This design comes from an exercise in tuning for small area and a short achievable clock period on the open sky130 flow, not from production work. At most, simulation tests tie the RTL to the original design; equivalence was not proved. No activity file was given, so power comes from the tool's default toggle rates.

## stream_minhash_sketcher
module stream_minhash_sketcher #(
  parameter int unsigned SKETCH_SIZE         = 16,
  parameter int unsigned H1_WIDTH            = 32,
  parameter int unsigned H2_WIDTH            = 32,
  parameter int unsigned LOG2_NUM_OF_BUCKETS = 8,
  parameter int unsigned DEDUP               = 1,
  parameter int unsigned CNT_WIDTH           = 16
) (
  input  logic                                       clk,
  input  logic                                       reset_n,
  input  logic                                       in_valid,
  output logic                                       in_ready,
  input  logic [H1_WIDTH-1:0]                        in_h1,
  input  logic [H2_WIDTH-1:0]                        in_h2,
  input  logic                                       in_last,
  output logic                                       sketch_valid,
  input  logic                                       sketch_ready,
  output logic [SKETCH_SIZE*LOG2_NUM_OF_BUCKETS-1:0] sketch_bucket,
  output logic [SKETCH_SIZE*H1_WIDTH-1:0]            sketch_h1,
  output logic [$clog2(SKETCH_SIZE+1)-1:0]           sketch_count,
  output logic [CNT_WIDTH-1:0]                       kmer_count
);
clock: 5.0 ns
lec_check: 0
cap_margin: 20
core_margin: 2
core_utilization: 40
cts_buf_list: sky130_fd_sc_hd__clkbuf_4 sky130_fd_sc_hd__clkbuf_8
slew_margin: 20
synth_hierarchical: 1
synth_minimum_keep_size: 0
standard.sh (not shown) runs the stock make flow with config.mk's settings and CLKGATE_MAP_FILE= SYNTH_SCRIPT=/design/flow/synth_recipe.tcl, a recipe that flattens the netlist after the stock synthesis.
==> flow/flow/run.sh <==
#!/bin/bash
# The standard layout (standard.sh), with these changes:
# - the smallest buffer on every input and output port instead of the default delay buffer;
# - ABC told to expect a light load on each gate output, so that it does not upsize cells before
#   placement (the resizer sizes them later from the real loads);
# - timing repair up to clock tree synthesis aims for a setup slack margin, so that the layout
#   runs faster than the 5 ns clock; repair after global routing aims for a smaller margin.
# Each tool's output goes to the ORFS logs under orfs/logs; make's own output goes to
# flow_make_*.log here.
set -euo pipefail
export BUFFER_PORTS_ARGS="-buffer_cell sky130_fd_sc_hd__buf_1"
bash standard.sh ABC_LOAD_IN_FF=1 SETUP_SLACK_MARGIN=1.2 TNS_END_PERCENT=100 cts \
  > flow_make_cts.log 2>&1
bash standard.sh ABC_LOAD_IN_FF=1 SETUP_SLACK_MARGIN=0.3 TNS_END_PERCENT=20 finish \
  > flow_make_finish.log 2>&1
The baseline completed without violations.
Rerun with:
==> flow/flow/run.sh (replaced) <==
#!/bin/bash
# The standard layout (standard.sh), with two changes: the smallest buffer on every input and
# output port instead of the default delay buffer, and ABC told to expect a light load on each
# gate output so that it does not upsize cells before placement (the resizer sizes them later
# from the real loads). Each tool's output goes to the ORFS logs under orfs/logs; make's own
# output goes to flow_make.log here.
set -euo pipefail
export BUFFER_PORTS_ARGS="-buffer_cell sky130_fd_sc_hd__buf_1"
bash standard.sh ABC_LOAD_IN_FF=1 finish > flow_make.log 2>&1
Settings changed: SETUP_SLACK_MARGIN from default to 1.0.
Result:
- setup slack is better by 0.084 ns
- register-to-register slack improves by 0.12 ns
- critical path depth decreases by 16
- synthesized area stays the same
- global-route usage decreases by 0.56 points
- power stays flat
- hold slack is worse by 0.0065 ns
- clock skew rose by 0.0079 ns

---

## job 544
Another version of the RTL of stream_minhash_sketcher (not shown whole).
For scale: about 4300 cells after synthesis, roughly 660 flip-flops.
export LEC_CHECK = 0
export CAP_MARGIN = 20
export CORE_MARGIN = 2
export CORE_UTILIZATION = 60
export CTS_BUF_LIST = sky130_fd_sc_hd__clkbuf_4 sky130_fd_sc_hd__clkbuf_8
export CTS_CLUSTER_DIAMETER = 60
export CTS_CLUSTER_SIZE = 14
export PLACE_DENSITY = 0.72
export SETUP_SLACK_MARGIN = 1.0
export SLEW_MARGIN = 20
export SYNTH_HIERARCHICAL = 1
export SYNTH_MINIMUM_KEEP_SIZE = 0
create_clock -name core_clock -period 5.0 [get_ports {clk}]
==> flow/flow/run.sh <==
#!/bin/bash
# The standard layout (standard.sh), with two changes: the smallest buffer on every input and
# output port instead of the default delay buffer, and ABC told to expect a light load on each
# gate output so that it does not upsize cells before placement (the resizer sizes them later
# from the real loads). Each tool's output goes to the ORFS logs under orfs/logs; make's own
# output goes to flow_make.log here.
set -euo pipefail
export BUFFER_PORTS_ARGS="-buffer_cell sky130_fd_sc_hd__buf_1"
bash standard.sh ABC_LOAD_IN_FF=1 finish > flow_make.log 2>&1
Inputs modified between job 544 and job 7378:
Settings: CORE_UTILIZATION: 60 -> 40; PLACE_DENSITY: 0.72 -> unset; SETUP_SLACK_MARGIN: 1.0 -> 0.7.
Findings:
Clock power grows by more than a quarter when moving from job 544 to job 7378.
Taking job 544 as the reference, in job 7378 post-detailed-routing wire length rose 8.2%; clock power share grew by 4.0 points; register fraction of the total cell area shows a reduction of 0.65 points; met1 capacity usage during global routing fell 7.3 points.
The inputs of job 3756 differ from those of job 7378 as listed below.
Settings: swapping 0.7 for 1.3 in SETUP_SLACK_MARGIN.
Findings:
Of job 3756 and job 7378, it is job 3756 that has the higher area growth from synthesis to final layout.
Detailed route wirelength on metal3 up about 7% in job 3756 wrt job 7378
Of the two values seen for start point of the critical path, in_h1[7] was produced by job 7378 and in_h1[5] by job 3756.
The final worst-path setup slack in job 3756 sits 0.24 ns above the value recorded for job 7378.
Job 7378 → job 3756: number of gates resized after CTS now larger, fmax went up, wire length moved up.
[inputs] job 4452 vs job 3756
Settings: SETUP_SLACK_MARGIN now 1.0, was 1.3.
Notes after the runs:
As of job 4452, net switching component of the power had fallen by a few percent compared to job 3756. Taking job 3756 as the reference, in job 4452 buffer count excluding the clock tree in the final layout lower; global routing met3 resource utilization higher.

---

Setup of v36:
stream_minhash_sketcher, a different RTL version from the one above (not shown whole).
Size: ~730 I/O pins.
Settings: LEC_CHECK=0, CAP_MARGIN=20, CORE_MARGIN=2, CORE_UTILIZATION=40, CTS_BUF_LIST=sky130_fd_sc_hd__clkbuf_4 sky130_fd_sc_hd__clkbuf_8, SLEW_MARGIN=20, SYNTH_HIERARCHICAL=1, SYNTH_MINIMUM_KEEP_SIZE=0; clock period 5.0 ns.
==> flow/flow/run.sh <==
#!/bin/bash
# The standard layout (standard.sh), with these changes:
# - the smallest buffer on every input and output port instead of the default delay buffer;
# - ABC told to expect a light load on each gate output, so that it does not upsize cells before
#   placement (the resizer sizes them later from the real loads);
# - timing repair up to clock tree synthesis aims for a setup slack margin, so that the layout
#   runs faster than the 5 ns clock; repair after global routing aims for the same margin.
# Each tool's output goes to the ORFS logs under orfs/logs; make's own output goes to
# flow_make_*.log here.
set -euo pipefail
export BUFFER_PORTS_ARGS="-buffer_cell sky130_fd_sc_hd__buf_1"
bash standard.sh ABC_LOAD_IN_FF=1 SETUP_SLACK_MARGIN=1.5 TNS_END_PERCENT=100 cts \
  > flow_make_cts.log 2>&1
bash standard.sh ABC_LOAD_IN_FF=1 SETUP_SLACK_MARGIN=1.5 TNS_END_PERCENT=50 finish \
  > flow_make_finish.log 2>&1
Input changes introduced in v14 (baseline for comparison: v36):
Settings: an added SETUP_SLACK_MARGIN of 1.0.
==> flow/flow/run.sh <==
#!/bin/bash
# The standard layout (standard.sh), with two changes: the smallest buffer on every input and
# output port instead of the default delay buffer, and ABC told to expect a light load on each
# gate output so that it does not upsize cells before placement (the resizer sizes them later
# from the real loads). Each tool's output goes to the ORFS logs under orfs/logs; make's own
# output goes to flow_make.log here.
set -euo pipefail
export BUFFER_PORTS_ARGS="-buffer_cell sky130_fd_sc_hd__buf_1"
bash standard.sh ABC_LOAD_IN_FF=1 finish > flow_make.log 2>&1
## What came out
Route | v14 vs v36 | wire shorter in v14
Comparing data arrival time at the worst-slack endpoint for v36 and v14, the smaller number came from v36.
Max post-route minimum period across v36 and v14: v14
Function was not checked in any run of this note: the RTL went through the layout flow alone.

## static timing again, ports no longer ideal
The results above use ideal ports. As a check the final layouts listed here were re-extracted and re-timed, cells and wires unchanged.
Step 1: set_driving_cell puts a clkbuf_16 on clk and a buf_2 on each other input, an assumption about the parent block.
Step 2 moves the port delays by t, midway between the first and last clock arrival at a register: inputs arrive t later, outputs are due t later. That takes back most of the time a late clock gives input paths.
a / b / c = ideal / step 1 / step 2; a / b = the first two.
run | t, ns | slack for setup (ns) | worst setup path at the end | latest minus earliest clock arrival (ns)
the first run of note 1 | 0.837 | 0.999 / 1.039 / 0.202 | input to register | 0.029 / 0.029
the second run of note 1 | 0.833 | 1.083 / 1.023 / 0.318 | input to register | 0.037 / 0.037
job 544 | 0.790 | 0.910 / 0.952 / 0.162 | input to register | 0.048 / 0.048
job 7378 | 0.746 | 0.800 / 0.844 / 0.098 | input to register | 0.050 / 0.050
job 3756 | 0.749 | 1.038 / 1.084 / 0.335 | input to register | 0.058 / 0.058
job 4452 | 0.748 | 1.067 / 1.111 / 0.363 | input to register | 0.053 / 0.053
v36 | 0.877 | 1.390 / 1.395 / 0.519 | input to register | 0.071 / 0.071
v14 | 0.865 | 1.073 / 1.114 / 0.250 | input to register | 0.064 / 0.063
After both steps setup and hold are still met in every run listed. For v36, which loses most, drivers alone change the setup slack by +0.005 ns; drivers and shift together by -0.871 ns.
